Source: an optimization exercise on an open RTL-to-GDS flow (aim: small area and a short achievable clock period). Production flows keep margins and buffers that such runs may drop.
At most, simulation tests tie the RTL to the original design; equivalence was not proved.
Power is estimated from default activity; no workload was simulated.

// layer_code
module layer_code #(
  parameter int ADDR_WIDTH = 6,
  parameter int UNIT_CLKS  = 2
) (
  input  logic                  clk_in,
  input  logic                  rst_n_in,
  input  logic                  wr_en_in,
  input  logic                  wr_done_in,
  input  logic [ADDR_WIDTH-1:0] wr_addr_in,
  input  logic [7:0]            wr_data_in,
  input  logic [3:0]            wr_byte_en_in,
  input  logic [7:0]            t0h_cnt_in,
  input  logic [7:0]            t0l_cnt_in,
  input  logic [7:0]            t1h_cnt_in,
  input  logic [7:0]            t1l_cnt_in,
  output logic                  ws281x_code_out
);
Settings: LEC_CHECK=0, ABC_AREA=1, CAP_MARGIN=20, CORE_MARGIN=2, CORE_UTILIZATION=60, CTS_CLUSTER_DIAMETER=100, CTS_CLUSTER_SIZE=30, SLEW_MARGIN=20; clock period 4.0 ns.
run.sh (not shown) runs the stock make flow with config.mk's settings and CLKGATE_MAP_FILE= SYNTH_SCRIPT=/design/flow/synth_recipe.tcl, a recipe that flattens the netlist after the stock synthesis.
The starting point completed without violations.
Change:
Settings changed: CORE_UTILIZATION 60 to 40, CTS_CLUSTER_DIAMETER 100 to unset, CTS_CLUSTER_SIZE 30 to unset, SETUP_SLACK_MARGIN set to 1.9.
Total power increases by 26%.
Worst hold slack loses 0.0063 ns.
Register-to-register slack gains 0.51 ns.
No functional check of the RTL was part of any run of this note.

========
Setup of red:
layer_code, a different RTL version from the one above (not shown whole).
Size in the first run: ~4700 cells after synthesis, about 1700 flip-flops, roughly 55 I/O pins.
Settings: LEC_CHECK=0, ABC_AREA=1, CAP_MARGIN=20, CORE_MARGIN=2, CORE_UTILIZATION=60, CTS_CLUSTER_DIAMETER=90, CTS_CLUSTER_SIZE=26, SETUP_SLACK_MARGIN=2.6, SLEW_MARGIN=20; clock period 4.0 ns.
Modified inputs, blue compared to red
- CORE_UTILIZATION now 40, was 60
- SETUP_SLACK_MARGIN now 1.9, was 2.6
- CTS_CLUSTER_DIAMETER no longer set, was 90
- CTS_CLUSTER_SIZE no longer set, was 26
[summary]
Both conditions hold for blue: the flow ran to the end and the final layout passed the timing, design-rule and antenna checks.
Relative to red, flip-flop and latch share of the layout cell area increased by 3.3 points in blue.
The final-layout clock-cell area share in blue sits 5.8 points above the value recorded for red.
Going from red to blue, switching part of the total power shrinks by 1.8 points.
Going from red to blue, routed wire length decreased 8.1%, global-route wire length before repair decreased about 5%, number of cells on the critical path increased 2, net switching power of the design increased about 7%.
blue has maximum frequency below what red had.
Shortest clock period the worst path allows after layout (higher): blue
Looking at highest routed metal layer, the met5 result is from red; the met4 one comes from blue.
In the reports for red and blue, the larger final clock period utilization by the worst path belongs to blue.
For number of placement rows, dividing the value from red by the value from blue gives 0.820.
Changes in green relative to blue:
- an added CTS_CLUSTER_SIZE of 30
- a change of SETUP_SLACK_MARGIN from 1.9 to 2.1
- a change of CORE_UTILIZATION from 40 to 60
- an added CTS_CLUSTER_DIAMETER of 100
--- outcome ---
Delta (green minus blue): detailed-route vias per instance rose about 12%; final net count fell 66.
The power reported for green is smaller than that of blue by 19%.
The maximum frequency in green is 1.09 times that in blue.
Post-route minimum period in green vs blue: down 0.18 ns
blue has a lower met3 layer usage reported by global route than green.
Against blue, green comes in 67 µm lower on die extent in y.
Vias after detailed routing: green better than blue
Multi-input logic cell count essentially unchanged between green and blue.
Relative to blue, the final cell area reported for green is lower.
Relative to blue, core outline area decreased by 33% in green.
### green -> orange
- changing ABC_AREA from 1 to 0
Placeable core region deteriorates in orange relative to green.
green and orange ended up with nearly the same register cell area after layout.
orange ends up with lower detailed-route wire length than green does.
On minimum setup slack in the final design, the higher figure sits with green, not orange.

========
Starting RTL as in the previous note.
clock: 4.0 ns
lec_check: 0
abc_area: 1
cap_margin: 20
core_margin: 2
core_utilization: 60
cts_cluster_diameter: 100
cts_cluster_size: 30
setup_slack_margin: 2.4
slew_margin: 20
The first run finished clean.
Rerun with:
CORE_UTILIZATION = 70   (was 60)
CTS_CLUSTER_DIAMETER = 80   (was 100)
CTS_CLUSTER_SIZE = 26   (was 30)
SETUP_SLACK_MARGIN = 2.1   (was 2.4)
After rerunning: Routed wire length is lower by about 7%; fmax is lower by about 12%; critical path depth is higher by 2; final area is lower by about 4.5%; non-clock buffer count is lower by 107; setup slack is worse by 0.26 ns; sequential share of layout area is higher by 2.7 points; total power is lower by 0.57%; global-route usage is higher by 2.7 points; sequential power stays flat.
Rerun with:
CORE_UTILIZATION = 60   (was 70)
CTS_CLUSTER_DIAMETER = 90   (was 80)
SETUP_SLACK_MARGIN = 2.4   (was 2.1)
Result: Power climbs by 1.5%. Sequential power barely changes. Setup slack gains 0.30 ns.
Rerun with:
SETUP_SLACK_MARGIN = 2.25   (was 2.4)
Final cell count drops by 0.71%.
Cell area drops by 2.3%.
Power came out lower by about 0.6%.
Setup slack got worse by 0.069 ns.

[re-timing with driven ports]
Ports are ideal in the flow. The routed layouts listed here were re-timed in OpenROAD.
Step 1: set_driving_cell puts a clkbuf_16 on clk_in and a buf_2 on each other input, an assumption about the parent block.
Step 2 adds t to the input delays and takes it off the output delays; t is the mean of the earliest and latest rising clock arrival at the registers after step 1. Input paths then give back, and output paths get back, about the clock's delay inside the block.
a / b / c = ideal / step 1 / step 2; a / b = the first two.
| run | shift t [ns] | setup slack, ns | slew at the worst register clock pin (ns) |
|---|---|---|---|
| the first run of note 1 | 0.724 | 1.463 / 1.463 / 0.896 | 0.12 / 0.12 |
| the second run of note 1 | 0.837 | 1.976 / 1.907 / 1.216 | 0.07 / 0.07 |
| red | 0.744 | 2.054 / 1.979 / 1.461 | 0.12 / 0.12 |
| blue | 0.841 | 1.829 / 1.829 / 1.250 | 0.07 / 0.07 |
| green | 0.742 | 2.006 / 2.006 / 1.449 | 0.12 / 0.12 |
| orange | 0.714 | 1.989 / 2.015 / 1.326 | 0.12 / 0.12 |
| the first run of note 3 | 0.752 | 2.062 / 1.988 / 1.539 | 0.12 / 0.12 |
| the second run of note 3 | 0.727 | 1.805 / 1.805 / 1.480 | 0.11 / 0.11 |
| the third run of note 3 | 0.736 | 2.109 / 2.034 / 1.589 | 0.11 / 0.11 |
| the fourth run of note 3 | 0.754 | 2.040 / 2.006 / 1.598 | 0.11 / 0.11 |
After both steps every run listed still meets setup and hold. For the second run of note 1, which loses most, drivers alone change the setup slack by -0.069 ns; drivers and shift together by -0.760 ns.
